This design comes from an exercise in tuning for a short achievable clock period and few clock cycles on the open sky130 flow, not from production work.
At most, simulation tests tie the RTL to the original design; equivalence was not proved.
Only the layout flow was run in run 1; the RTL was not checked for function there.
No activity file was given, so power comes from the tool's default toggle rates.

$ cat flow/run.sh
#!/bin/bash
# synth_recipe.tcl (not shown) runs the flow's synth.tcl, then flattens the netlist and writes it again
# the make line also repeats each setting of config.mk as NAME=value (left out here)
make -C /OpenROAD-flow-scripts/flow DESIGN_CONFIG=/design/flow/config.mk WORK_HOME=/design/flow/orfs CLKGATE_MAP_FILE= SYNTH_SCRIPT=/design/flow/synth_recipe.tcl finish
$ cat flow/config.mk
export PLATFORM = sky130hd
export DESIGN_NAME = mips_multicycle
export DESIGN_NICKNAME = mips_multicycle
export VERILOG_FILES = /design/flow/design.v
export SDC_FILE = /design/flow/constraint.sdc
export NUM_CORES = 4
export LEC_CHECK = 0
export ABC_CLOCK_PERIOD_IN_PS = 2500
export CAP_MARGIN = 20
export CORE_MARGIN = 2
export CORE_UTILIZATION = 40
export SETUP_SLACK_MARGIN = 5
export SLEW_MARGIN = 20
export TNS_END_PERCENT = 100
$ cat flow/constraint.sdc
create_clock -name core_clock -period 9.0 [get_ports {clk}]
set_input_delay 1.8000 -clock core_clock [delete_from_list [all_inputs] [get_ports {clk}]]
set_output_delay 1.8000 -clock core_clock [all_outputs]
set_load 0.01 [all_outputs]
$ cat flow/design.v
`timescale 1ns/1ps
package isa_pkg;
    typedef logic [31:0] word_t;     
    typedef logic [4:0]  reg_idx_t;  
    typedef struct packed {
        logic [5:0] opcode;
        reg_idx_t   rs;
        reg_idx_t   rt;
        reg_idx_t   rd;
        logic [4:0] shamt;
        logic [5:0] funct;
    } r_fmt_t;
    typedef struct packed {
        logic [5:0]  opcode;
        reg_idx_t    rs;
        reg_idx_t    rt;
        logic [15:0] imm;
    } i_fmt_t;
    typedef struct packed {
        logic [5:0]  opcode;
        logic [25:0] target;
    } j_fmt_t;
    typedef union packed {
        r_fmt_t r;
        i_fmt_t i;
        j_fmt_t j;
    } instr_t;
    localparam logic [5:0] OP_RTYPE = 6'h00;
    localparam logic [5:0] OP_J     = 6'h02;
    localparam logic [5:0] OP_BEQ   = 6'h04;
    localparam logic [5:0] OP_BNE   = 6'h05;
    localparam logic [5:0] OP_ADDI  = 6'h08;
    localparam logic [5:0] OP_ANDI  = 6'h0c;  
    localparam logic [5:0] OP_ORI   = 6'h0d;  
    localparam logic [5:0] OP_LW    = 6'h23;
    localparam logic [5:0] OP_SW    = 6'h2b;
    localparam logic [5:0] FN_SLL = 6'h00;
    localparam logic [5:0] FN_ADD = 6'h20;
    localparam logic [5:0] FN_SUB = 6'h22;
    localparam logic [5:0] FN_AND = 6'h24;
    localparam logic [5:0] FN_OR  = 6'h25;
    localparam logic [5:0] FN_SLT = 6'h2a;
    localparam word_t START_ADDR = 32'h0000_0000;  
endpackage
`timescale 1ns/1ps
package ctrl_pkg;
    typedef struct packed {
        logic sum;    
        logic land;   
        logic lor;    
        logic slt;    
        logic sll;    
    } res_sel_t;
endpackage
`timescale 1ns/1ps
import isa_pkg::*; import ctrl_pkg::*;
module alu (
    input  isa_pkg::word_t     a,
    input  isa_pkg::word_t     b,
    input  logic               cin,
    input  logic               b_sign,   
    input  isa_pkg::word_t     c,        
    input  logic [4:0]         shamt,
    input  ctrl_pkg::res_sel_t sel,
    output isa_pkg::word_t     sum,
    output isa_pkg::word_t     y
);
    logic lt;
    assign sum = a + b + {31'b0, cin};
    assign lt  = (a[31] ^ b_sign) ? a[31] : sum[31];
    assign y = ({32{sel.sum}}  & sum)
             | ({32{sel.land}} & (a & b))
             | ({32{sel.lor}}  & (a | b))
             | ({32{sel.slt}}  & {31'b0, lt})
             | ({32{sel.sll}}  & (c << shamt));
endmodule
`timescale 1ns/1ps
import isa_pkg::*;
module reg_file (
    input  logic     clk,
    input  logic     we,
    input  isa_pkg::reg_idx_t ra0,
    input  isa_pkg::reg_idx_t ra1,
    input  isa_pkg::reg_idx_t wa,
    input  isa_pkg::word_t    wd,
    output isa_pkg::word_t    rd0,
    output isa_pkg::word_t    rd1
);
    isa_pkg::word_t regs [32];
    always_ff @(posedge clk) begin
        if (we && wa != '0) regs[wa] <= wd;
    end
    assign rd0 = (ra0 == '0) ? '0 : regs[ra0];
    assign rd1 = (ra1 == '0) ? '0 : regs[ra1];
endmodule
`timescale 1ns/1ps
import isa_pkg::*; import ctrl_pkg::*;
module datapath (
    input  logic           clk,
    input  logic           rst_n,
    input  isa_pkg::word_t r_data,
    output isa_pkg::word_t mem_addr,
    output isa_pkg::word_t w_data,
    output logic           wr_en
);
    isa_pkg::word_t    addr_q;      
    isa_pkg::word_t    fpc;         
    isa_pkg::word_t    wdata_q;
    logic              wr_en_q;
    logic              m_cyc;       
    logic              m_load;
    isa_pkg::reg_idx_t m_rt;
    logic              d_valid;
    isa_pkg::instr_t   ir;
    isa_pkg::word_t    d_pc4;
    logic               x_valid;
    ctrl_pkg::res_sel_t x_sel;
    isa_pkg::word_t     x_a;        
    isa_pkg::word_t     x_b;        
    isa_pkg::word_t     x_c;        
    logic               x_cin;
    logic               x_b_sign;
    logic               x_b_reg;    
    logic               x_b_inv;
    logic [4:0]         x_shamt;
    isa_pkg::reg_idx_t  x_wr;
    isa_pkg::reg_idx_t  x_rs;
    isa_pkg::reg_idx_t  x_rt;
    logic               x_lw;
    logic               x_sw;
    logic               x_br;
    logic               x_bne;
    logic               x_pred;
    isa_pkg::word_t     x_pc4;
    isa_pkg::word_t     x_tgt;
    assign mem_addr = addr_q;
    assign w_data   = wdata_q;
    assign wr_en    = wr_en_q;
    logic adv;           
    assign adv = !m_cyc;
    logic               dc_br, dc_bne, dc_j, dc_lw, dc_sw, dc_b_imm, dc_b_inv;
    isa_pkg::word_t     dc_imm;
    isa_pkg::reg_idx_t  dc_wr;
    ctrl_pkg::res_sel_t dc_sel;
    control_fsm u_dec (
        .instr  (ir),
        .is_br  (dc_br),
        .is_bne (dc_bne),
        .is_j   (dc_j),
        .is_lw  (dc_lw),
        .is_sw  (dc_sw),
        .b_imm  (dc_b_imm),
        .b_inv  (dc_b_inv),
        .imm    (dc_imm),
        .wr_idx (dc_wr),
        .sel    (dc_sel)
    );
    isa_pkg::reg_idx_t d_rs, d_rt;
    assign d_rs = ir.r.rs;
    assign d_rt = ir.r.rt;
    isa_pkg::word_t x_sum, x_res;
    alu u_alu (
        .a      (x_a),
        .b      (x_b),
        .cin    (x_cin),
        .b_sign (x_b_sign),
        .c      (x_c),
        .shamt  (x_shamt),
        .sel    (x_sel),
        .sum    (x_sum),
        .y      (x_res)
    );
    logic x_fire, x_wen, x_mem, x_taken, x_mispred;
    assign x_fire    = x_valid && adv;
    assign x_wen     = x_fire && (x_wr != '0);
    assign x_mem     = x_fire && (x_lw || x_sw);
    assign x_taken   = x_bne ^ (x_a == x_c);
    assign x_mispred = x_fire && x_br && (x_taken != x_pred);
    logic              rf_we;
    isa_pkg::reg_idx_t rf_wa;
    isa_pkg::word_t    rf_wd, rf_rd0, rf_rd1;
    assign rf_we = x_wen || (m_cyc && m_load && m_rt != '0);
    assign rf_wa = m_cyc ? m_rt : x_wr;
    assign rf_wd = m_cyc ? r_data : x_res;
    reg_file u_rf (
        .clk (clk),
        .we  (rf_we),
        .ra0 (d_rs),
        .ra1 (d_rt),
        .wa  (rf_wa),
        .wd  (rf_wd),
        .rd0 (rf_rd0),
        .rd1 (rf_rd1)
    );
    isa_pkg::word_t d_a, d_c;
    assign d_a = (x_wen && x_wr == d_rs) ? x_res : rf_rd0;
    assign d_c = (x_wen && x_wr == d_rt) ? x_res : rf_rd1;
    logic d_pred, d_redirect;
    isa_pkg::word_t d_btgt, d_jtgt;
    assign d_pred     = dc_bne ^ (d_rs == d_rt);
    assign d_btgt     = d_pc4 + {{14{ir.i.imm[15]}}, ir.i.imm, 2'b00};
    assign d_jtgt     = {d_pc4[31:28], ir.j.target, 2'b00};
    assign d_redirect = d_valid && (dc_j || (dc_br && d_pred));
    isa_pkg::word_t nf;
    always_comb begin
        if (x_mispred)       nf = x_pred ? x_pc4 : x_tgt;
        else if (d_redirect) nf = dc_j ? d_jtgt : d_btgt;
        else                 nf = fpc + 32'd4;
    end
    always_ff @(posedge clk or negedge rst_n) begin
        if (!rst_n) begin
            addr_q  <= START_ADDR;
            fpc     <= START_ADDR;
            wr_en_q <= 1'b0;
            m_cyc   <= 1'b0;
            d_valid <= 1'b0;
            x_valid <= 1'b0;
        end else begin
            wr_en_q <= x_fire && x_sw;
            m_cyc   <= x_mem;
            if (adv) begin
                fpc     <= nf;
                addr_q  <= x_mem ? x_sum : nf;
                d_valid <= !x_mispred && !d_redirect;
                x_valid <= d_valid && !x_mispred;
            end else begin
                addr_q  <= fpc;
            end
        end
    end
    always_ff @(posedge clk) begin
        if (x_fire) begin
            wdata_q <= x_c;
            m_load  <= x_lw;
            m_rt    <= x_rt;
        end
        if (adv) begin
            ir       <= r_data;
            d_pc4    <= fpc + 32'd4;
            x_sel    <= dc_sel;
            x_a      <= d_a;
            x_b      <= dc_b_imm ? dc_imm : (dc_b_inv ? ~d_c : d_c);
            x_c      <= d_c;
            x_cin    <= dc_b_inv;
            x_b_sign <= d_c[31];
            x_b_reg  <= !dc_b_imm;
            x_b_inv  <= dc_b_inv;
            x_shamt  <= ir.r.shamt;
            x_wr     <= dc_wr;
            x_rs     <= d_rs;
            x_rt     <= d_rt;
            x_lw     <= dc_lw;
            x_sw     <= dc_sw;
            x_br     <= dc_br;
            x_bne    <= dc_bne;
            x_pred   <= d_pred;
            x_pc4    <= d_pc4;
            x_tgt    <= d_btgt;
        end else if (m_load && m_rt != '0) begin
            if (x_rs == m_rt) x_a <= r_data;
            if (x_rt == m_rt) begin
                x_c      <= r_data;
                x_b_sign <= r_data[31];
                if (x_b_reg) x_b <= x_b_inv ? ~r_data : r_data;
            end
        end
    end
endmodule
`timescale 1ns/1ps
import isa_pkg::*; import ctrl_pkg::*;
module control_fsm (
    input  isa_pkg::instr_t    instr,
    output logic               is_br,      
    output logic               is_bne,
    output logic               is_j,
    output logic               is_lw,
    output logic               is_sw,
    output logic               b_imm,      
    output logic               b_inv,      
    output isa_pkg::word_t     imm,        
    output isa_pkg::reg_idx_t  wr_idx,     
    output ctrl_pkg::res_sel_t sel
);
    logic [5:0] opcode;
    logic [5:0] funct;
    assign opcode = instr.r.opcode;
    assign funct  = instr.r.funct;
    always_comb begin
        is_br  = 1'b0;
        is_bne = 1'b0;
        is_j   = 1'b0;
        is_lw  = 1'b0;
        is_sw  = 1'b0;
        b_imm  = 1'b0;
        b_inv  = 1'b0;
        imm    = {{16{instr.i.imm[15]}}, instr.i.imm};
        wr_idx = '0;
        sel    = '0;
        case (opcode)
            OP_RTYPE: begin
                wr_idx = instr.r.rd;
                case (funct)
                    FN_SLL: sel.sll = 1'b1;
                    FN_SUB: begin sel.sum = 1'b1; b_inv = 1'b1; end
                    FN_AND: sel.land = 1'b1;
                    FN_OR:  sel.lor  = 1'b1;
                    FN_SLT: begin sel.slt = 1'b1; b_inv = 1'b1; end
                    default: sel.sum = 1'b1;
                endcase
            end
            OP_ADDI: begin
                wr_idx  = instr.i.rt;
                b_imm   = 1'b1;
                sel.sum = 1'b1;
            end
            OP_ANDI: begin
                wr_idx   = instr.i.rt;
                b_imm    = 1'b1;
                imm      = {16'b0, instr.i.imm};
                sel.land = 1'b1;
            end
            OP_ORI: begin
                wr_idx  = instr.i.rt;
                b_imm   = 1'b1;
                imm     = {16'b0, instr.i.imm};
                sel.lor = 1'b1;
            end
            OP_LW: begin
                is_lw   = 1'b1;
                b_imm   = 1'b1;
                sel.sum = 1'b1;
            end
            OP_SW: begin
                is_sw   = 1'b1;
                b_imm   = 1'b1;
                sel.sum = 1'b1;
            end
            OP_BEQ: is_br = 1'b1;
            OP_BNE: begin is_br = 1'b1; is_bne = 1'b1; end
            OP_J:   is_j = 1'b1;
            default: ;
        endcase
    end
endmodule
`timescale 1ns/1ps
import isa_pkg::*; import ctrl_pkg::*;
module mips_multicycle (
    input  logic  clk,
    input  logic  rst_n,
    input  isa_pkg::word_t r_data,    
    output isa_pkg::word_t mem_addr,
    output isa_pkg::word_t w_data,
    output logic  wr_en      
);
    datapath u_dp (
        .clk      (clk),
        .rst_n    (rst_n),
        .r_data   (r_data),
        .mem_addr (mem_addr),
        .w_data   (w_data),
        .wr_en    (wr_en)
    );
endmodule
==> flow_summary.yaml, run 1 <==
outcome:
  status: "finished clean"
synth:
  synth-seq-area-share_pct: 58.7
  synth_area_per_cell_sq_um: 16.5
  synth_mux_area_share_pct: 24.0
  synth_edf_count: 1316
  async_flop_share_pct: 4.88
  synth_compound_area_share_pct: 6.07
  netlist_area_sq_um: 70600
  yosys_warnings: 3
  synth-main-ff-cell: "edfxtp_1"
  synthSimpleGateAreaFrac_pct: 4.79
  yosysUniqueCellTypes: 98
  syn_inst: 4290
  synth_top_family_by_area: "multiplexers"
  synthAdderAreaFrac_pct: 1.75
  synth_seq_cells: 1394
  synth-xor-area-share_pct: 2.28
setup_path:
  worstRegToRegCells: 11
  r2r_start: "u_dp.x_c[15]$_DFFE_PP_"
  critical_path_peak_fanout: 67
  reg2reg_to: "u_dp.addr_q[20]$_DFF_PN0_"
  r2r_slack_ns: 4.99
  endpoint_kind: "flip-flop"
  crit_end: "u_dp.addr_q[20]$_DFF_PN0_"
  critPathLaunch: "u_dp.x_c[15]$_DFFE_PP_"
  cp-start-kind: "flip-flop"
  path_class: "reg2reg"
  cp.required_ns: 9.70
  worst_ep_arrival_time_ns: 4.71
power_and_ir_drop:
  pwr-share-comb_pct: 38.4
  power_mw: 27.9
  vdd_drop_max_uv: 223
  power_density_nw_per_um2: 346
  swShare_pct: 37.4
  clkPwrFrac_pct: 22.4
  switching_power_mw: 10.4
  leakagePower_nw: 26.9
  pwr-share-seq_pct: 39.2
  internal_power_mw: 17.5
detailed_routing:
  vias: 44000
  drc: 0
  via_per_inst: 6.37
  drtIter0Drc: 6007
  first_pass_iters: 6
  wl_mm: 232
  wl_per_cell_microns: 33.6
  drt.antenna.violating_nets: 0
clock_network:
  clk-insertion-delay-late_ns: 0.82
  cts_num_sinks: 1394
  cts_tree: "built"
  cts.clk_slew.worst_paths_ns: 0.06
  cts_buffers: 153
  htree_num_levels: 4
  cts_hold_buf: 0
  cts_root_buf: "clkbuf_16"
  clockBufferDepth: 3
placed_design:
  globalplace.congestion: 1.00
  portBuffers: 98
  hpwl_mm: 142
final_layout:
  layout.nets: 4571
  fin_util_pct: 45.9
  n_fill_cell: 15000
  area_growth_pct: 14.2
  largest_reg_flops: 1024
  drive_gt1_share_pct: 26.7
  final_common_cell: "edfxtp_1"
  final_cell_mix: "1316 x edfxtp_1, 659 x mux4_2, 279 x nand2_1, 171 x nor2_1, 159 x clkbuf_16"
timing:
  hold_viol_final: 0
  whs_ns: 0.454
  rsz0062_at_grt: "true"
  max_freq_mhz: 249
  fin_skew_ns: 0.0490
  period_share_pct: 44.5
  tns_ns: 0
  finalMaxSlewViolations: 0
  max_slew_margin_pct: 24.9
  setup_viol: 0
  period_needed_ns: 4.01
  tightestPinTransition_ns: 1.13
floorplan:
  num_rows: 154
  initial_core_util_pct: 40.2
  fp.dieH_microns: 424
  fp.dieW_microns: 424
  ioPinCount: 99
  fp.coreArea_sq_um: 176000
  die_area_sq_um: 180000
global_routing:
  globalRouteTotalUtil_pct: 25.5
  grt_max_degree: 132
  grt.overflow.total: 0
  grt_pass1_wl_mm: 326
  first_global_vias: 42900
  antenna_found_initial: 7
min_path:
  min_path_type: "reg2reg"
  hp-start: "u_dp.d_pc4[0]$_DFFE_PN_"
job:
  cap_violations: 0
logic make-up after synthesis:
group,Yosys count
xor gates and xnor gates,184
buffers and inverters,407
other,1
DFF,1394
AOI/OAI and AO/OA,635
and+or+nand+nor,726
muxes,846
adders and majority gates,97
Yosys cell counts (all sizes together), types with 6 or more instances:
library cell	number	area share, %
mux4	670	21
edfxtp	1316	56
a221o	13	0.18
a21o	30	0.32
and2	19	0.17
xor2	79	0.98
a21oi	155	1.1
nor2b	17	0.15
o21a	21	0.22
nor3b	8	0.092
and3	35	0.31
o211ai	27	0.31
dfrtp	68	2.4
and4	7	0.087
nand2	279	1.5
nand3b	7	0.074
o221ai	39	0.48
a21boi	11	0.12
nor3	34	0.24
clkbuf	172	0.93
dfxtp	10	0.28
o311ai	6	0.074
o22ai	30	0.27
o21bai	6	0.064
o31ai	11	0.12
mux2i	138	2.0
nand2b	27	0.24
nand3	42	0.30
a2bb2oi	11	0.14
nor4	21	0.19
a221oi	8	0.12
ha	94	1.7
a31oi	24	0.21
a21bo	7	0.099
inv	116	0.62
a211oi	28	0.32
mux2	38	0.61
o21ai	139	1.0
xnor2	105	1.3
nand4	16	0.15
or3	15	0.14
a22oi	8	0.085
buf	116	0.85
nor2	184	0.98
power groups by stage:
stage	Clock (mW)	Sequential [mW]	Combinational, mW
CTS	6.35	10.9	10.4
detailed placement	0	11.0	10.2
global route	6.59	11.0	11.4
finish	6.26	10.9	10.7
global placement	0	11.0	10.0
floorplan	0	10.5	6.61
critical path: stages, from the launching register on:
cell      delay [ns]
edfxtp_1        0.73
xor2_1          0.22
nor4_1          0.50
nand4_1         0.20
nor2_1          0.30
xnor2_1         0.15
and3_2          0.19
buf_6           0.46
nor2_1          0.33
nand3_1         0.13
o311ai_0        0.29
o21ai_1         0.37
metal layers:
layer,part of all wire [%],global-route usage (%)
met4,4.3,10.1
met2,49,42.0
met5,0.015,0
met1,38,33.8
met3,8.5,4.49
area by class of cell:
type / count / area [sq um] / share of cell area [%]
antenna: 2 / 5.00 / 0.00621
inverter: 117 / 450 / 0.559
sequential: 1394 / 41500 / 51.4
tap: 2340 / 2930 / 3.63
multi-input combinational: 2523 / 28200 / 35.0
timing repair buffer: 251 / 2590 / 3.21
clock buffer: 193 / 4050 / 5.03
clock inverter: 89 / 901 / 1.12
worst min-delay path by stage:
stage / cells past startpoint / endpoint
6_report: 0 / u_dp.x_tgt[0]$_DFFE_PN_
5_1_grt: 0 / u_dp.m_rt[0]$_DFFE_PP_
4_1_cts: 0 / u_dp.m_rt[3]$_DFFE_PP_
3_5_place_dp: 0 / u_dp.x_tgt[0]$_DFFE_PN_
3_3_place_gp: 0 / u_dp.x_tgt[0]$_DFFE_PN_
2_1_floorplan: 0 / u_dp.x_rt[3]$_DFFE_PN_
through the flow:
step | std cells | instance area [sq um] | setup slack [ns]
after global routing | 6908 | 80600 | 4.91
after floorplan | 4321 | 70800 | 4.68
after CTS | 6886 | 80200 | 5.01
after global placement | 6584 | 74700 | 3.33
after detailed placement | 6584 | 74700 | 3.66
final | 6909 | 80600 | 4.99
what timing repair did:
item / in CTS / in global routing
gates resized for setup: 59 / 45
pin swaps: 13 / 10
setup endpoints to repair: 1283 / 887
setup buffers: 16 / 17
cloned: 4 / 4
==> run 2: changes to the inputs <==
--- a/flow/design.v
+++ b/flow/design.v
@@ -131,8 +131,7 @@
     logic               x_br;
     logic               x_bne;
     logic               x_pred;
-    isa_pkg::word_t     x_pc4;
-    isa_pkg::word_t     x_tgt;
+    isa_pkg::word_t     x_alt;      
     assign mem_addr = addr_q;
     assign w_data   = wdata_q;
     assign wr_en    = wr_en_q;
@@ -195,17 +194,26 @@
     isa_pkg::word_t d_a, d_c;
     assign d_a = (x_wen && x_wr == d_rs) ? x_res : rf_rd0;
     assign d_c = (x_wen && x_wr == d_rt) ? x_res : rf_rd1;
-    logic d_pred, d_redirect;
-    isa_pkg::word_t d_btgt, d_jtgt;
-    assign d_pred     = dc_bne ^ (d_rs == d_rt);
-    assign d_btgt     = d_pc4 + {{14{ir.i.imm[15]}}, ir.i.imm, 2'b00};
-    assign d_jtgt     = {d_pc4[31:28], ir.j.target, 2'b00};
-    assign d_redirect = d_valid && (dc_j || (dc_br && d_pred));
+    isa_pkg::instr_t f_ins;
+    isa_pkg::word_t  f_pc4, f_btgt, f_jtgt;
+    logic            f_j, f_br, f_pred;
+    assign f_ins  = r_data;
+    assign f_pc4  = fpc + 32'd4;
+    assign f_j    = (f_ins.r.opcode == OP_J);
+    assign f_br   = (f_ins.r.opcode == OP_BEQ) || (f_ins.r.opcode == OP_BNE);
+    assign f_pred = f_ins.r.opcode[0] ^ (f_ins.r.rs == f_ins.r.rt);
+    assign f_btgt = f_pc4 + {{14{f_ins.i.imm[15]}}, f_ins.i.imm, 2'b00};
+    assign f_jtgt = {f_pc4[31:28], f_ins.j.target, 2'b00};
+    logic d_pred;
+    isa_pkg::word_t d_btgt;
+    assign d_pred = dc_bne ^ (d_rs == d_rt);
+    assign d_btgt = d_pc4 + {{14{ir.i.imm[15]}}, ir.i.imm, 2'b00};
     isa_pkg::word_t nf;
     always_comb begin
-        if (x_mispred)       nf = x_pred ? x_pc4 : x_tgt;
-        else if (d_redirect) nf = dc_j ? d_jtgt : d_btgt;
-        else                 nf = fpc + 32'd4;
+        if (x_mispred)            nf = x_alt;
+        else if (f_j)             nf = f_jtgt;
+        else if (f_br && f_pred)  nf = f_btgt;
+        else                      nf = f_pc4;
     end
     always_ff @(posedge clk or negedge rst_n) begin
         if (!rst_n) begin
@@ -221,7 +229,7 @@
             if (adv) begin
                 fpc     <= nf;
                 addr_q  <= x_mem ? x_sum : nf;
-                d_valid <= !x_mispred && !d_redirect;
+                d_valid <= !x_mispred;
                 x_valid <= d_valid && !x_mispred;
             end else begin
                 addr_q  <= fpc;
@@ -236,7 +244,7 @@
         end
         if (adv) begin
             ir       <= r_data;
-            d_pc4    <= fpc + 32'd4;
+            d_pc4    <= f_pc4;
             x_sel    <= dc_sel;
             x_a      <= d_a;
             x_b      <= dc_b_imm ? dc_imm : (dc_b_inv ? ~d_c : d_c);
@@ -254,8 +262,7 @@
             x_br     <= dc_br;
             x_bne    <= dc_bne;
             x_pred   <= d_pred;
-            x_pc4    <= d_pc4;
-            x_tgt    <= d_btgt;
+            x_alt    <= d_pred ? d_pc4 : d_btgt;
         end else if (m_load && m_rt != '0) begin
             if (x_rs == m_rt) x_a <= r_data;
             if (x_rt == m_rt) begin
==> flow_summary.yaml, run 2 <==
outcome:
  status: "finished clean"
synth:
  synth_edf_count: 1286
  synth.area.top_cells: "edfxtp_1 54%, mux4_2 21%, dfrtp_1 2.4%, ha_1 2.3%, mux2i_1 1.9%"
  netlist_area_sq_um: 71000
  synth-seq-area-share_pct: 57.1
  synth_top_area_share_pct: 54.4
  yosys.area.top_type: "edfxtp_1"
  syn_inst: 4500
  async_flop_share_pct: 4.99
  synth_area_per_cell_sq_um: 15.8
  synth-main-ff-cell: "edfxtp_1"
  yosysUniqueCellTypes: 92
  yosysMostFrequentCell: "edfxtp_1"
  synth_seq_cells: 1364
  synth_common_cells: "1286 x edfxtp_1, 659 x mux4_2, 305 x nand2_1"
  yosys_warnings: 3
global_routing:
  globalRouteTotalUtil_pct: 25.9
  grt_util_met1_pct: 35.3
  grt_max_degree: 123
  busiest_layer: "met2"
  grt_pass1_wl_mm: 333
  met3_usage_pct: 4.75
  grt_use_met2_pct: 40.6
  first_global_vias: 44500
  grt.overflow.total: 0
  antenna_found_initial: 9
clock_network:
  cts.clk_slew.worst_paths_ns: 0.06
  cts_root_buf: "clkbuf_16"
  cts_num_sinks: 1364
  cts_tree: "built"
  cts_buffers: 153
  htree_num_levels: 4
  clk-insertion-delay-late_ns: 0.83
  cts_hold_buf: 0
  clockBufferDepth: 3
setup_path:
  r2r_slack_ns: 4.93
  worst_ep_arrival_time_ns: 4.62
  crit_end: "u_dp.u_rf.regs[0][30]$_DFFE_PP_"
  endpoint_kind: "flip-flop"
  cp.required_ns: 9.55
  worstRegToRegCells: 17
  critPathLaunch: "u_dp.x_cin$_DFFE_PN_"
  cp-start-kind: "flip-flop"
  r2r_start: "u_dp.x_cin$_DFFE_PN_"
  reg2reg_to: "u_dp.u_rf.regs[0][30]$_DFFE_PP_"
  critical_path_peak_fanout: 8
  path_class: "reg2reg"
timing:
  tns_ns: 0
  hold_viol_final: 0
  fin_ws_ns: 4.93
  fin_skew_ns: 0.0610
  period_share_pct: 45.2
  finalMaxSlewViolations: 0
  max_slew_margin_pct: 25.3
  setup_viol: 0
  rsz0062_at_grt: "true"
  whs_ns: 0.435
  max_freq_mhz: 246
  period_needed_ns: 4.07
  tightestPinTransition_ns: 1.12
final_layout:
  n_fill_cell: 15000
  largest_reg_flops: 1024
  layoutNonFillerInstCount: 7169
  final_cell_mix: "1286 x edfxtp_1, 659 x mux4_2, 300 x nand2_1, 196 x nor2_1, 161 x clkbuf_16"
  layout.nets: 4868
  final_common_cell: "edfxtp_1"
  drive_gt1_share_pct: 28.4
  final_cell_area_sq_um: 82600
  area_growth_pct: 16.4
  fin_util_pct: 46.9
power_and_ir_drop:
  vdd_drop_max_uv: 219
  power_mw: 30.4
  leakagePower_nw: 28.0
  power_density_nw_per_um2: 368
placed_design:
  place_ws_ns: 3.75
  globalplace.congestion: 0.999
  hpwl_mm: 143
  placed_cells: 6796
  portBuffers: 98
  place_area_sq_um: 75400
floorplan:
  fp.dieW_microns: 425
  initial_core_util_pct: 40.3
  num_rows: 154
  fp.coreArea_sq_um: 176000
  ioPinCount: 99
  fp.dieH_microns: 425
  die_area_sq_um: 181000
detailed_routing:
  wl_mm: 237
  via_per_inst: 6.38
  wl_per_cell_microns: 33.1
  drtIter0Drc: 5686
  first_pass_iters: 6
  vias: 45800
  drt.antenna.violating_nets: 0
  drc: 0
min_path:
  min_path_type: "reg2reg"
job:
  cap_violations: 0
## run 2: critical path: stages, from the launching register on
cell and delay [ns]:
edfxtp_1 0.40, buf_12 0.13, fa_2 0.23, inv_2 0.05, fa_2 0.37, nor2b_2 0.13, o31a_1 0.15, o31a_1 0.28
buf_6 0.16, a21boi_4 0.05, o311a_4 0.41, or4_4 0.44, and2_4 0.20, xnor2_4 0.14, a21oi_4 0.21, a21oi_4 0.12
buf_12 0.20, buf_12 0.13
## run 2: how the worst min path moves through the flow
stage	slack (ns)	startpoint	end	cells past startpoint
2_1_floorplan	0.40	u_dp.d_pc4[0]$_DFFE_PN_	u_dp.x_alt[0]$_DFFE_PN_	0
3_3_place_gp	0.40	u_dp.d_pc4[1]$_DFFE_PN_	u_dp.x_alt[1]$_DFFE_PN_	0
3_5_place_dp	0.42	u_dp.d_pc4[1]$_DFFE_PN_	u_dp.x_alt[1]$_DFFE_PN_	0
4_1_cts	0.43	u_dp.d_pc4[1]$_DFFE_PN_	u_dp.x_alt[1]$_DFFE_PN_	0
5_1_grt	0.44	u_dp.d_pc4[1]$_DFFE_PN_	u_dp.x_alt[1]$_DFFE_PN_	0
6_report	0.44	u_dp.d_pc4[1]$_DFFE_PN_	u_dp.x_alt[1]$_DFFE_PN_	0
## run 2: cells by family after synthesis
kind of cell	after synthesis	share of synthesized area, %
other cells	1	0.00528
simple gates	795	5.12
mux	830	23.6
flops	1364	57.1
xor+xnor	208	2.57
compound gates	737	6.86
fa+ha+maj	134	2.40
buf+inv	431	2.38
## run 2: final cells by class
class                      count  area (sq um)  area share [%]
clock buffer                 182          4040            4.89
antenna                        5          12.5          0.0151
clock inverter                97          1010            1.22
timing repair inverter         2          10.0          0.0121
inverter                     130           503           0.609
sequential                  1364         40600            49.1
timing repair buffer         311          3220            3.90
tap                         2340          2930            3.54
multi-input combinational   2738         30300            36.7
## run 2: timing repair
item / 4_1_cts / 5_1_grt
setup endpoints to repair: 1109 / 591
setup buffers: 33 / 41
gates resized for setup: 143 / 108
pin swaps: 30 / 41
hold endpoints to repair: 0 / 0
gates cloned: 9 / 6
## run 2: routing by layer
metal / part of all wire [%] / wire [microns]
met1: 39 / 92700
met2: 47 / 111000
met3: 9.2 / 21800
met4: 4.8 / 11400
met5: 0.011 / 26
## run 2: power by group
group / switching, mW / internal [mW]
Clock: 2.66 / 3.69
Sequential: 1.25 / 9.59
Combinational: 7.86 / 5.40
Total: 11.8 / 18.7
Testbench counts of run 2, summed over its fixed seeds: cycles 7,722.
==> run 3: changes to the inputs <==
--- a/flow/design.v
+++ b/flow/design.v
@@ -46,6 +46,7 @@
 package ctrl_pkg;
     typedef struct packed {
         logic sum;    
+        logic dif;    
         logic land;   
         logic lor;    
         logic slt;    
@@ -57,18 +58,19 @@
 module alu (
     input  isa_pkg::word_t     a,
     input  isa_pkg::word_t     b,
-    input  logic               cin,
-    input  logic               b_sign,   
     input  isa_pkg::word_t     c,        
     input  logic [4:0]         shamt,
     input  ctrl_pkg::res_sel_t sel,
     output isa_pkg::word_t     sum,
     output isa_pkg::word_t     y
 );
+    isa_pkg::word_t dif;
     logic lt;
-    assign sum = a + b + {31'b0, cin};
-    assign lt  = (a[31] ^ b_sign) ? a[31] : sum[31];
+    assign sum = a + b;
+    assign dif = a - b;
+    assign lt  = {~a[31], a[30:0]} < {~b[31], b[30:0]};
     assign y = ({32{sel.sum}}  & sum)
+             | ({32{sel.dif}}  & dif)
              | ({32{sel.land}} & (a & b))
              | ({32{sel.lor}}  & (a | b))
              | ({32{sel.slt}}  & {31'b0, lt})
@@ -118,12 +120,10 @@
     isa_pkg::word_t     x_a;        
     isa_pkg::word_t     x_b;        
     isa_pkg::word_t     x_c;        
-    logic               x_cin;
-    logic               x_b_sign;
+    logic               xa_f, xb_f, xc_f;  
     logic               x_b_reg;    
-    logic               x_b_inv;
     logic [4:0]         x_shamt;
-    isa_pkg::reg_idx_t  x_wr;
+    isa_pkg::reg_idx_t  x_wr;       
     isa_pkg::reg_idx_t  x_rs;
     isa_pkg::reg_idx_t  x_rt;
     logic               x_lw;
@@ -137,7 +137,7 @@
     assign wr_en    = wr_en_q;
     logic adv;           
     assign adv = !m_cyc;
-    logic               dc_br, dc_bne, dc_j, dc_lw, dc_sw, dc_b_imm, dc_b_inv;
+    logic               dc_br, dc_bne, dc_j, dc_lw, dc_sw, dc_b_imm;
     isa_pkg::word_t     dc_imm;
     isa_pkg::reg_idx_t  dc_wr;
     ctrl_pkg::res_sel_t dc_sel;
@@ -149,7 +149,6 @@
         .is_lw  (dc_lw),
         .is_sw  (dc_sw),
         .b_imm  (dc_b_imm),
-        .b_inv  (dc_b_inv),
         .imm    (dc_imm),
         .wr_idx (dc_wr),
         .sel    (dc_sel)
@@ -158,12 +157,15 @@
     assign d_rs = ir.r.rs;
     assign d_rt = ir.r.rt;
     isa_pkg::word_t x_sum, x_res;
+    isa_pkg::word_t w_res;
+    isa_pkg::word_t e_a, e_b, e_c;
+    assign e_a = xa_f ? w_res : x_a;
+    assign e_b = xb_f ? w_res : x_b;
+    assign e_c = xc_f ? w_res : x_c;
     alu u_alu (
-        .a      (x_a),
-        .b      (x_b),
-        .cin    (x_cin),
-        .b_sign (x_b_sign),
-        .c      (x_c),
+        .a      (e_a),
+        .b      (e_b),
+        .c      (e_c),
         .shamt  (x_shamt),
         .sel    (x_sel),
         .sum    (x_sum),
@@ -171,16 +173,19 @@
     );
     logic x_fire, x_wen, x_mem, x_taken, x_mispred;
     assign x_fire    = x_valid && adv;
-    assign x_wen     = x_fire && (x_wr != '0);
+    assign x_wen     = adv && (x_wr != '0);
     assign x_mem     = x_fire && (x_lw || x_sw);
-    assign x_taken   = x_bne ^ (x_a == x_c);
+    assign x_taken   = x_bne ^ (e_a == e_c);
     assign x_mispred = x_fire && x_br && (x_taken != x_pred);
     logic              rf_we;
     isa_pkg::reg_idx_t rf_wa;
     isa_pkg::word_t    rf_wd, rf_rd0, rf_rd1;
-    assign rf_we = x_wen || (m_cyc && m_load && m_rt != '0);
-    assign rf_wa = m_cyc ? m_rt : x_wr;
-    assign rf_wd = m_cyc ? r_data : x_res;
+    isa_pkg::reg_idx_t w_wr;          
+    logic              ld_wen;
+    assign ld_wen = m_cyc && m_load && (m_rt != '0);
+    assign rf_we  = (w_wr != '0) || ld_wen;
+    assign rf_wa  = ld_wen ? m_rt : w_wr;
+    assign rf_wd  = ld_wen ? r_data : w_res;
     reg_file u_rf (
         .clk (clk),
         .we  (rf_we),
@@ -192,8 +197,9 @@
         .rd1 (rf_rd1)
     );
     isa_pkg::word_t d_a, d_c;
-    assign d_a = (x_wen && x_wr == d_rs) ? x_res : rf_rd0;
-    assign d_c = (x_wen && x_wr == d_rt) ? x_res : rf_rd1;
+    logic wa_q, wc_q;                 
+    assign d_a = wa_q ? w_res : rf_rd0;
+    assign d_c = wc_q ? w_res : rf_rd1;
     isa_pkg::instr_t f_ins;
     isa_pkg::word_t  f_pc4, f_btgt, f_jtgt;
     logic            f_j, f_br, f_pred;
@@ -202,12 +208,12 @@
     assign f_j    = (f_ins.r.opcode == OP_J);
     assign f_br   = (f_ins.r.opcode == OP_BEQ) || (f_ins.r.opcode == OP_BNE);
     assign f_pred = f_ins.r.opcode[0] ^ (f_ins.r.rs == f_ins.r.rt);
-    assign f_btgt = f_pc4 + {{14{f_ins.i.imm[15]}}, f_ins.i.imm, 2'b00};
+    assign f_btgt = {f_pc4[31:12], f_pc4[11:2] + f_ins.i.imm[9:0], 2'b00};
     assign f_jtgt = {f_pc4[31:28], f_ins.j.target, 2'b00};
     logic d_pred;
     isa_pkg::word_t d_btgt;
     assign d_pred = dc_bne ^ (d_rs == d_rt);
-    assign d_btgt = d_pc4 + {{14{ir.i.imm[15]}}, ir.i.imm, 2'b00};
+    assign d_btgt = {d_pc4[31:12], d_pc4[11:2] + ir.i.imm[9:0], 2'b00};
     isa_pkg::word_t nf;
     always_comb begin
         if (x_mispred)            nf = x_alt;
@@ -215,6 +221,8 @@
         else if (f_br && f_pred)  nf = f_btgt;
         else                      nf = f_pc4;
     end
+    isa_pkg::reg_idx_t nx_wr;
+    assign nx_wr = (d_valid && !x_mispred) ? dc_wr : '0;
     always_ff @(posedge clk or negedge rst_n) begin
         if (!rst_n) begin
             addr_q  <= START_ADDR;
@@ -223,7 +231,10 @@
             m_cyc   <= 1'b0;
             d_valid <= 1'b0;
             x_valid <= 1'b0;
+            x_wr    <= '0;
+            w_wr    <= '0;
         end else begin
+            w_wr    <= x_wen ? x_wr : '0;
             wr_en_q <= x_fire && x_sw;
             m_cyc   <= x_mem;
             if (adv) begin
@@ -231,14 +242,18 @@
                 addr_q  <= x_mem ? x_sum : nf;
                 d_valid <= !x_mispred;
                 x_valid <= d_valid && !x_mispred;
+                x_wr    <= nx_wr;
             end else begin
                 addr_q  <= fpc;
             end
         end
     end
     always_ff @(posedge clk) begin
+        w_res <= x_res;
+        wa_q  <= x_wen && (x_wr == f_ins.r.rs);
+        wc_q  <= x_wen && (x_wr == f_ins.r.rt);
         if (x_fire) begin
-            wdata_q <= x_c;
+            wdata_q <= e_c;
             m_load  <= x_lw;
             m_rt    <= x_rt;
         end
@@ -247,14 +262,13 @@
             d_pc4    <= f_pc4;
             x_sel    <= dc_sel;
             x_a      <= d_a;
-            x_b      <= dc_b_imm ? dc_imm : (dc_b_inv ? ~d_c : d_c);
+            x_b      <= dc_b_imm ? dc_imm : d_c;
             x_c      <= d_c;
-            x_cin    <= dc_b_inv;
-            x_b_sign <= d_c[31];
             x_b_reg  <= !dc_b_imm;
-            x_b_inv  <= dc_b_inv;
             x_shamt  <= ir.r.shamt;
-            x_wr     <= dc_wr;
+            xa_f     <= x_wen && (x_wr == d_rs);
+            xb_f     <= x_wen && (x_wr == d_rt) && !dc_b_imm;
+            xc_f     <= x_wen && (x_wr == d_rt);
             x_rs     <= d_rs;
             x_rt     <= d_rt;
             x_lw     <= dc_lw;
@@ -267,8 +281,7 @@
             if (x_rs == m_rt) x_a <= r_data;
             if (x_rt == m_rt) begin
                 x_c      <= r_data;
-                x_b_sign <= r_data[31];
-                if (x_b_reg) x_b <= x_b_inv ? ~r_data : r_data;
+                if (x_b_reg) x_b <= r_data;
             end
         end
     end
@@ -283,7 +296,6 @@
     output logic               is_lw,
     output logic               is_sw,
     output logic               b_imm,      
-    output logic               b_inv,      
     output isa_pkg::word_t     imm,        
     output isa_pkg::reg_idx_t  wr_idx,     
     output ctrl_pkg::res_sel_t sel
@@ -299,7 +311,6 @@
         is_lw  = 1'b0;
         is_sw  = 1'b0;
         b_imm  = 1'b0;
-        b_inv  = 1'b0;
         imm    = {{16{instr.i.imm[15]}}, instr.i.imm};
         wr_idx = '0;
         sel    = '0;
@@ -308,10 +319,10 @@
                 wr_idx = instr.r.rd;
                 case (funct)
                     FN_SLL: sel.sll = 1'b1;
-                    FN_SUB: begin sel.sum = 1'b1; b_inv = 1'b1; end
+                    FN_SUB: sel.dif = 1'b1;
                     FN_AND: sel.land = 1'b1;
                     FN_OR:  sel.lor  = 1'b1;
-                    FN_SLT: begin sel.slt = 1'b1; b_inv = 1'b1; end
+                    FN_SLT: sel.slt = 1'b1;
                     default: sel.sum = 1'b1;
                 endcase
             end
==> flow/flow/run.sh (new file) <==
#!/bin/bash
# The standard layout, in two calls of the standard.sh:
#  1. synthesis and floorplan as they are;
set -euo pipefail
bash standard.sh synth floorplan > standard_synth_floorplan.log 2>&1
bash standard.sh SETUP_SLACK_MARGIN=6.0 TNS_END_PERCENT=10 \
    "BUFFER_PORTS_ARGS=-buffer_cell sky130_fd_sc_hd__buf_4" finish > standard_place_to_finish.log 2>&1
==> flow/standard.sh (new file) <==
#!/bin/bash
# synth_recipe.tcl (not shown) runs the flow's synth.tcl, then flattens the netlist and writes it again
# the make line also repeats each setting of config.mk as NAME=value (left out here)
make -C /OpenROAD-flow-scripts/flow DESIGN_CONFIG=/design/flow/config.mk WORK_HOME=/design/flow/orfs CLKGATE_MAP_FILE= SYNTH_SCRIPT=/design/flow/synth_recipe.tcl "${@:-finish}"
--- a/flow/config.mk
+++ b/flow/config.mk
@@ -9,6 +9,4 @@
 export CAP_MARGIN = 20
 export CORE_MARGIN = 2
 export CORE_UTILIZATION = 40
-export SETUP_SLACK_MARGIN = 5
 export SLEW_MARGIN = 20
-export TNS_END_PERCENT = 100
removed: flow/run.sh
==> flow_summary.yaml, run 3 <==
synth:
  yosys_warnings: 3
  synth_seq_cells: 1406
  syn_inst: 4506
  synth_top_area_share_pct: 53.6
  synth-seq-area-share_pct: 57.5
  synth.area.top_cells: "edfxtp_1 54%, mux4_2 21%, dfrtp_1 2.7%, mux2i_1 2.4%, ha_1 2.0%"
  yosys.area.top_type: "edfxtp_1"
  netlist_area_sq_um: 72000
  yosysMostFrequentCell: "edfxtp_1"
  synth_area_per_cell_sq_um: 16.0
  synth_common_cells: "1284 x edfxtp_1, 671 x mux4_2, 289 x nand2_1"
  async_flop_share_pct: 5.55
  synth_edf_count: 1284
  synth-main-ff-cell: "edfxtp_1"
  yosysUniqueCellTypes: 85
setup_path:
  path_buf_inv: 4
  critical_path_peak_fanout: 8
  cp.required_ns: 9.72
  worst_ep_arrival_time_ns: 4.50
  r2r_start: "u_dp.xb_f$_DFFE_PN_"
  cp-start-kind: "flip-flop"
  path_delay_family: "compound AO/OA/AOI/OAI gates"
  worstRegToRegCells: 15
  endpoint_kind: "flip-flop"
  path_cells: "buf_4 > buf_12 > mux2i_4 > inv_1 > ha_2 > a211oi_2 > o211ai_1 > a22o_1 > a311o_2 > o31ai_4 > buf_4 > nor2_1 > nor2_2 > xnor2_1 > a221oi_2"
  path_class: "reg2reg"
  worst_path_most_repeated_cell: "buf_4"
  r2r_slack_ns: 5.21
  reg2reg_to: "u_dp.addr_q[23]$_DFF_PN0_"
  critPathSlowestCell: "a311o_2"
  cp_slowest_stage_delay_ns: 0.45
clock_network:
  cts_buffers: 153
  htree_num_levels: 4
  clockBufferDepth: 3
  clk-insertion-delay-late_ns: 0.82
  cts_num_sinks: 1406
  cts.clk_slew.worst_paths_ns: 0.06
  cts_tree: "built"
  cts_hold_buf: 0
  cts_root_buf: "clkbuf_16"
timing:
  max_slew_margin_pct: 27.8
  tns_ns: 0
  setup_viol: 0
  finalMaxSlewViolations: 0
  whs_ns: 0.424
  tightestPinTransition_ns: 1.08
  fin_ws_ns: 5.21
  max_freq_mhz: 264
  period_share_pct: 42.1
  fin_skew_ns: 0.0427
  rsz0062_at_grt: "true"
  period_needed_ns: 3.79
  hold_viol_final: 0
min_path:
  hold_path_end: "u_dp.x_alt[25]$_DFFE_PN_"
  min_path_type: "reg2reg"
  holdPathStages: 0
  hp-start: "u_dp.d_pc4[25]$_DFFE_PN_"
power_and_ir_drop:
  vdd_drop_max_uv: 226
  power_mw: 31.1
  leakagePower_nw: 28.6
  power_density_nw_per_um2: 365
final_layout:
  area_growth_pct: 18.4
  final_cell_mix: "1284 x edfxtp_1, 671 x mux4_2, 280 x nand2_1, 250 x buf_4, 210 x nor2_1"
  antenna-diode-count: 0
  drive_gt1_share_pct: 34.8
  final_cell_area_sq_um: 85200
  layout.nets: 4889
  layoutNonFillerInstCount: 7216
  final_common_cell: "edfxtp_1"
  multi_input_area_sq_um: 30900
  largest_reg_flops: 1024
  fin_util_pct: 47.7
  register_area_sq_um: 41400
  n_fill_cell: 14900
global_routing:
  globalRouteTotalUtil_pct: 25.1
  grt_max_degree: 127
  first_global_vias: 44600
  antenna_found_initial: 5
  grt.overflow.total: 0
  grt_pass1_wl_mm: 330
placed_design:
  hpwl_mm: 139
  globalplace.congestion: 0.960
  place_area_sq_um: 75600
  place_ws_ns: 4.23
  placed_cells: 6756
  portBuffers: 98
floorplan:
  ioPinCount: 99
  num_rows: 155
  initial_core_util_pct: 40.3
  fp.dieW_microns: 428
  fp.dieH_microns: 428
  fp.coreArea_sq_um: 179000
  die_area_sq_um: 183000
detailed_routing:
  wl_mm: 241
  first_pass_iters: 6
  drt.antenna.violating_nets: 0
  drtIter0Drc: 5921
  vias: 45600
  wl_per_cell_microns: 33.5
  via_per_inst: 6.32
  drc: 0
outcome:
  status: "finished clean"
job:
  cap_violations: 0
==> run 3: report_power, final <==
group	leakage (nW)	internal, mW	total, mW	switching, mW
sequential	13.1	9.39	10.7	1.26
combinational	13.0	5.70	14.0	8.34
clock	2.43	3.67	6.37	2.70
total	28.6	18.8	31.1	12.3
==> run 3: area by class of cell <==
class	count	share of cell area [%]
clock buffers	191	4.86
inverters	147	0.658
flip-flops and latches	1406	48.6
clock inverters	89	1.01
well taps	2355	3.46
multi-input cells	2655	36.2
repair buffers	373	5.12
==> run 3: worst max-delay path by stage <==
stage / start / to / slack, ns / depth (start not counted)
detailed placement: u_dp.xa_f$_DFFE_PN_ / u_dp.addr_q[30]$_DFF_PN0_ / 4.23 / 14
CTS: u_dp.xa_f$_DFFE_PN_ / u_dp.w_res[29]$_DFF_P_ / 5.27 / 15
finish: u_dp.xb_f$_DFFE_PN_ / u_dp.addr_q[23]$_DFF_PN0_ / 5.21 / 15
global route: u_dp.xb_f$_DFFE_PN_ / u_dp.addr_q[23]$_DFF_PN0_ / 5.12 / 14
floorplan: u_dp.m_cyc$_DFF_PN0_ / u_dp.x_b[10]$_DFFE_PP_ / 3.93 / 5
global placement: u_dp.xa_f$_DFFE_PN_ / u_dp.addr_q[30]$_DFF_PN0_ / 4.33 / 14
==> run 3: timing repair <==
action | CTS | global route
endpoints found under the setup margin | 1935 | 1565
setup buffers | 46 | 88
pin swaps | 25 | 63
gates resized for setup | 204 | 286
gates cloned | 17 | 28
==> run 3: worst reg2reg max path: cells and delay by family, from the launching register on <==
kind,cells,cell delay [ns]
xor gates and xnor gates,1,0.12
AOI/OAI and AO/OA,6,1.78
and+or+nand+nor,2,0.22
buffers and inverters,4,0.62
muxes,1,0.36
adders and majority gates,1,0.24
DFF,1,0.39
==> run 3: metal layers <==
| layer | GRT usage, % | up-vias | share of wire (%) |
|---|---|---|---|
| met5 | 0 | - | 0.011 |
| met4 | 11.0 | 4 | 5.2 |
| met3 | 3.96 | 522 | 8.6 |
| met2 | 40.6 | 2571 | 48 |
| met1 | 33.6 | 24000 | 38 |
| li1 | - | 18600 | - |
==> run 3: kinds of logic after synthesis <==
logic type / after synthesis / synth area share, %
DFF: 1406 / 57.5
buffers and inverters: 479 / 2.76
xor gates and xnor gates: 190 / 2.31
adders and majority gates: 119 / 2.11
AOI/OAI and AO/OA: 664 / 6.10
other: 1 / 0.00521
and+or+nand+nor: 713 / 4.31
muxes: 934 / 24.9
Testbench counts of run 3, summed over its fixed seeds: cycles 7,722.
==> run 4: changes to the inputs <==
--- a/flow/design.v
+++ b/flow/design.v
@@ -120,7 +120,6 @@
     isa_pkg::word_t     x_a;        
     isa_pkg::word_t     x_b;        
     isa_pkg::word_t     x_c;        
-    logic               xa_f, xb_f, xc_f;  
     logic               x_b_reg;    
     logic [4:0]         x_shamt;
     isa_pkg::reg_idx_t  x_wr;       
@@ -157,15 +156,10 @@
     assign d_rs = ir.r.rs;
     assign d_rt = ir.r.rt;
     isa_pkg::word_t x_sum, x_res;
-    isa_pkg::word_t w_res;
-    isa_pkg::word_t e_a, e_b, e_c;
-    assign e_a = xa_f ? w_res : x_a;
-    assign e_b = xb_f ? w_res : x_b;
-    assign e_c = xc_f ? w_res : x_c;
     alu u_alu (
-        .a      (e_a),
-        .b      (e_b),
-        .c      (e_c),
+        .a      (x_a),
+        .b      (x_b),
+        .c      (x_c),
         .shamt  (x_shamt),
         .sel    (x_sel),
         .sum    (x_sum),
@@ -175,12 +169,13 @@
     assign x_fire    = x_valid && adv;
     assign x_wen     = adv && (x_wr != '0);
     assign x_mem     = x_fire && (x_lw || x_sw);
-    assign x_taken   = x_bne ^ (e_a == e_c);
+    assign x_taken   = x_bne ^ (x_a == x_c);
     assign x_mispred = x_fire && x_br && (x_taken != x_pred);
     logic              rf_we;
     isa_pkg::reg_idx_t rf_wa;
     isa_pkg::word_t    rf_wd, rf_rd0, rf_rd1;
     isa_pkg::reg_idx_t w_wr;          
+    isa_pkg::word_t    w_res;
     logic              ld_wen;
     assign ld_wen = m_cyc && m_load && (m_rt != '0);
     assign rf_we  = (w_wr != '0) || ld_wen;
@@ -196,10 +191,13 @@
         .rd0 (rf_rd0),
         .rd1 (rf_rd1)
     );
-    isa_pkg::word_t d_a, d_c;
+    isa_pkg::word_t d_a, d_b, d_c, d_c_rf;
+    logic fa_q, fc_q;                 
     logic wa_q, wc_q;                 
-    assign d_a = wa_q ? w_res : rf_rd0;
-    assign d_c = wc_q ? w_res : rf_rd1;
+    assign d_c_rf = wc_q ? w_res : rf_rd1;
+    assign d_a = fa_q ? x_res : (wa_q ? w_res : rf_rd0);
+    assign d_c = fc_q ? x_res : d_c_rf;
+    assign d_b = (fc_q && !dc_b_imm) ? x_res : (dc_b_imm ? dc_imm : d_c_rf);
     isa_pkg::instr_t f_ins;
     isa_pkg::word_t  f_pc4, f_btgt, f_jtgt;
     logic            f_j, f_br, f_pred;
@@ -252,8 +250,8 @@
         w_res <= x_res;
         wa_q  <= x_wen && (x_wr == f_ins.r.rs);
         wc_q  <= x_wen && (x_wr == f_ins.r.rt);
+        wdata_q <= x_c;              
         if (x_fire) begin
-            wdata_q <= e_c;
             m_load  <= x_lw;
             m_rt    <= x_rt;
         end
@@ -262,13 +260,12 @@
             d_pc4    <= f_pc4;
             x_sel    <= dc_sel;
             x_a      <= d_a;
-            x_b      <= dc_b_imm ? dc_imm : d_c;
+            x_b      <= d_b;
             x_c      <= d_c;
             x_b_reg  <= !dc_b_imm;
             x_shamt  <= ir.r.shamt;
-            xa_f     <= x_wen && (x_wr == d_rs);
-            xb_f     <= x_wen && (x_wr == d_rt) && !dc_b_imm;
-            xc_f     <= x_wen && (x_wr == d_rt);
+            fa_q     <= (nx_wr != '0) && (nx_wr == f_ins.r.rs);
+            fc_q     <= (nx_wr != '0) && (nx_wr == f_ins.r.rt);
             x_rs     <= d_rs;
             x_rt     <= d_rt;
             x_lw     <= dc_lw;
==> flow_summary.yaml, run 4 <==
outcome:
  status: "finished clean"
setup_path:
  crit_cells: 14
  worstRegToRegCells: 14
  critPathSlowestCell: "edfxtp_1"
  path_class: "reg2reg"
  cp-start-kind: "flip-flop"
  path_delay_family: "compound AO/OA/AOI/OAI gates"
  path_cells: "inv_2 > ha_4 > inv_2 > fa_2 > nor2b_4 > o211a_4 > a211oi_4 > buf_4 > a21oi_4 > o31a_1 > buf_6 > a2111oi_4 > buf_6 > a31oi_1"
  r2r_start: "u_dp.x_a[0]$_DFFE_PP_"
  path_buf_inv: 5
  cp.required_ns: 9.52
  critPathLaunch: "u_dp.x_a[0]$_DFFE_PP_"
  endpoint_kind: "flip-flop"
  r2r_slack_ns: 5.60
  worst_ep_arrival_time_ns: 3.92
  cp_slowest_stage_delay_ns: 0.45
  critical_path_peak_fanout: 4
floorplan:
  fp.dieW_microns: 427
  die_area_sq_um: 183000
  num_rows: 155
  fp.dieH_microns: 427
  initial_core_util_pct: 40.2
  fp.coreArea_sq_um: 178000
  ioPinCount: 99
final_layout:
  largest_reg_flops: 1024
  final_cell_mix: "1251 x edfxtp_1, 654 x mux4_2, 321 x buf_4, 272 x nand2_1, 172 x a21oi_1"
  drive_gt1_share_pct: 35.8
  layout.nets: 5075
  final_common_cell: "edfxtp_1"
  layoutNonFillerInstCount: 7398
  n_fill_cell: 14800
  final_cell_area_sq_um: 86200
  fin_util_pct: 48.4
  area_growth_pct: 20.2
timing:
  period_needed_ns: 3.40
  fin_skew_ns: 0.0431
  tns_ns: 0
  rsz0062_at_grt: "true"
  finalMaxSlewViolations: 0
  period_share_pct: 37.8
  max_freq_mhz: 294
  tightestPinTransition_ns: 1.20
  whs_ns: 0.418
  setup_viol: 0
  max_slew_margin_pct: 19.9
  hold_viol_final: 0
  fin_ws_ns: 5.60
global_routing:
  grt.overflow.total: 0
  globalRouteTotalUtil_pct: 26.9
  antenna_found_initial: 12
  grt_pass1_wl_mm: 348
  first_global_vias: 46200
  grt_max_degree: 153
job:
  cap_violations: 0
clock_network:
  clk-insertion-delay-late_ns: 0.83
  cts.clk_slew.worst_paths_ns: 0.06
  htree_num_levels: 4
  cts_root_buf: "clkbuf_16"
  cts_num_sinks: 1405
  cts_tree: "built"
  cts_buffers: 151
  cts_hold_buf: 0
  clockBufferDepth: 3
synth:
  synth-seq-area-share_pct: 57.2
  synth_area_per_cell_sq_um: 15.6
  synth.area.top_cells: "edfxtp_1 52%, mux4_2 21%, dfrtp_1 2.7%, dfxtp_1 2.1%, ha_1 2.0%"
  synth_top_area_share_pct: 52.4
  yosys_warnings: 3
  synth_seq_cells: 1405
  syn_inst: 4595
  yosysMostFrequentCell: "edfxtp_1"
  synth_common_cells: "1251 x edfxtp_1, 654 x mux4_2, 285 x nand2_1"
  async_flop_share_pct: 5.55
  synth_edf_count: 1251
  yosys.area.top_type: "edfxtp_1"
  netlist_area_sq_um: 71700
  synth-main-ff-cell: "edfxtp_1"
  yosysUniqueCellTypes: 99
placed_design:
  hpwl_mm: 147
  globalplace.congestion: 0.948
  place_ws_ns: 4.27
  place_area_sq_um: 75300
  placed_cells: 6860
  portBuffers: 98
power_and_ir_drop:
  power_density_nw_per_um2: 366
  pwr-share-seq_pct: 32.2
  vdd_drop_max_uv: 243
  pwr-share-comb_pct: 48.4
  leakagePower_nw: 29.2
  swShare_pct: 40.7
  clkPwrFrac_pct: 19.4
  power_mw: 31.6
  internal_power_mw: 18.7
  switching_power_mw: 12.8
min_path:
  min_path_type: "reg2reg"
  holdPathStages: 0
  hp-start: "u_dp.d_pc4[30]$_DFFE_PN_"
detailed_routing:
  vias: 47500
  wl_mm: 251
  drc: 0
  via_per_inst: 6.42
  wl_per_cell_microns: 33.9
  drtIter0Drc: 6685
  drt.antenna.violating_nets: 0
  first_pass_iters: 7
==> run 4: cell families after synthesis <==
| group | synth area share (%) |
|---|---|
| other cells | 0.00523 |
| flops | 57.2 |
| buf+inv | 2.69 |
| xor+xnor | 1.90 |
| mux | 23.4 |
| compound gates | 7.38 |
| simple gates | 5.28 |
| fa+ha+maj | 2.12 |
==> run 4: cell type report <==
class | instances | area [sq um] | share of cell area, %
flip-flops and latches | 1405 | 41100 | 47.6
multi-input cells | 2758 | 31800 | 36.8
repair buffers | 458 | 5040 | 5.84
clock buffers | 183 | 3990 | 4.63
well taps | 2355 | 2950 | 3.42
clock inverters | 86 | 816 | 0.946
inverters | 148 | 587 | 0.681
diodes | 5 | 12.5 | 0.0145
==> run 4: metal layers <==
| layer | track usage, % | vias to the layer above | share of wire [%] | wire (microns) |
|---|---|---|---|---|
| met5 | 0 | - | 0.0048 | 12 |
| met4 | 14.4 | 2 | 6.4 | 16100 |
| met3 | 4.19 | 641 | 8.6 | 21600 |
| met2 | 43.3 | 2783 | 48 | 119000 |
| met1 | 35.3 | 24800 | 37 | 93700 |
| li1 | - | 19300 | - | - |
==> run 4: worst register-to-register path: cells and delay by family, from the launching register on <==
family                   cells  cell delay [ns]
AO/OA/AOI/OAI                6             1.27
buffers and inverters        5             0.68
adder cells (fa/ha/maj)      2             0.54
flip-flops                   1             0.45
AND/OR/NAND/NOR              1             0.15
==> run 4: what timing repair did <==
item	4_1_cts	5_1_grt
cloned	20	9
buffers inserted	142	93
resized for setup	400	263
pin swaps	108	109
hold endpoints to repair	0	0
endpoints found under the setup margin	1472	1190
==> run 4: worst paths after layout <==
kind | end
worst max-delay path | u_dp.x_c[30]$_DFFE_PP_
worst min-delay path | u_dp.x_alt[30]$_DFFE_PN_
worst max register to register | u_dp.x_c[30]$_DFFE_PP_
worst min register to register | u_dp.x_alt[30]$_DFFE_PN_
max in group asynchronous | u_dp.m_cyc$_DFF_PN0_
min in group asynchronous | u_dp.addr_q[31]$_DFF_PN0_
==> run 4: power by group through the flow <==
stage / registers, mW / logic, mW / clock network [mW]
2_1_floorplan: 9.90 / 7.50 / 0
3_3_place_gp: 10.4 / 11.5 / 0
3_5_place_dp: 10.4 / 11.6 / 0
4_1_cts: 10.1 / 13.7 / 6.20
5_1_grt: 10.2 / 16.0 / 6.45
6_report: 10.1 / 15.3 / 6.13
Testbench counts of run 4, summed over its fixed seeds: cycles 7,722.

[afterwards: timing with drivers on the ports]
How much do the figures lean on ideal ports? The routed layouts below were timed once more, with nothing changed but the port constraints. Step 1 sets driving cells, clkbuf_16 on the clock port and buf_2 on the other inputs (assumed; they add their load-dependent delay and slew). Step 2 adds t to the input delays and takes it off the output delays; t is the mean of the earliest and latest rising clock arrival at the registers after step 1. Input paths then give back, and output paths get back, about the clock's delay inside the block. Slacks: ideal ports / drivers / drivers and shift; pairs: ideal ports / drivers.
| run | t, ns | setup WS [ns] | worst slew at a driven data input, ns | cell pins on the clock port's net |
|---|---|---|---|---|
| run 1 | 0.889 | 4.991 / 4.991 / 4.808 | 0.12 | 1 |
| run 2 | 0.896 | 4.930 / 4.930 / 4.088 | 0.12 | 1 |
| run 3 | 0.891 | 5.213 / 5.213 / 4.819 | 0.11 | 1 |
| run 4 | 0.891 | 5.602 / 5.602 / 4.793 | 0.14 | 1 |
After both steps setup and hold are still met in every run listed. For run 2, which loses most, drivers alone change the setup slack by 0.000 ns; drivers and shift together by -0.842 ns.
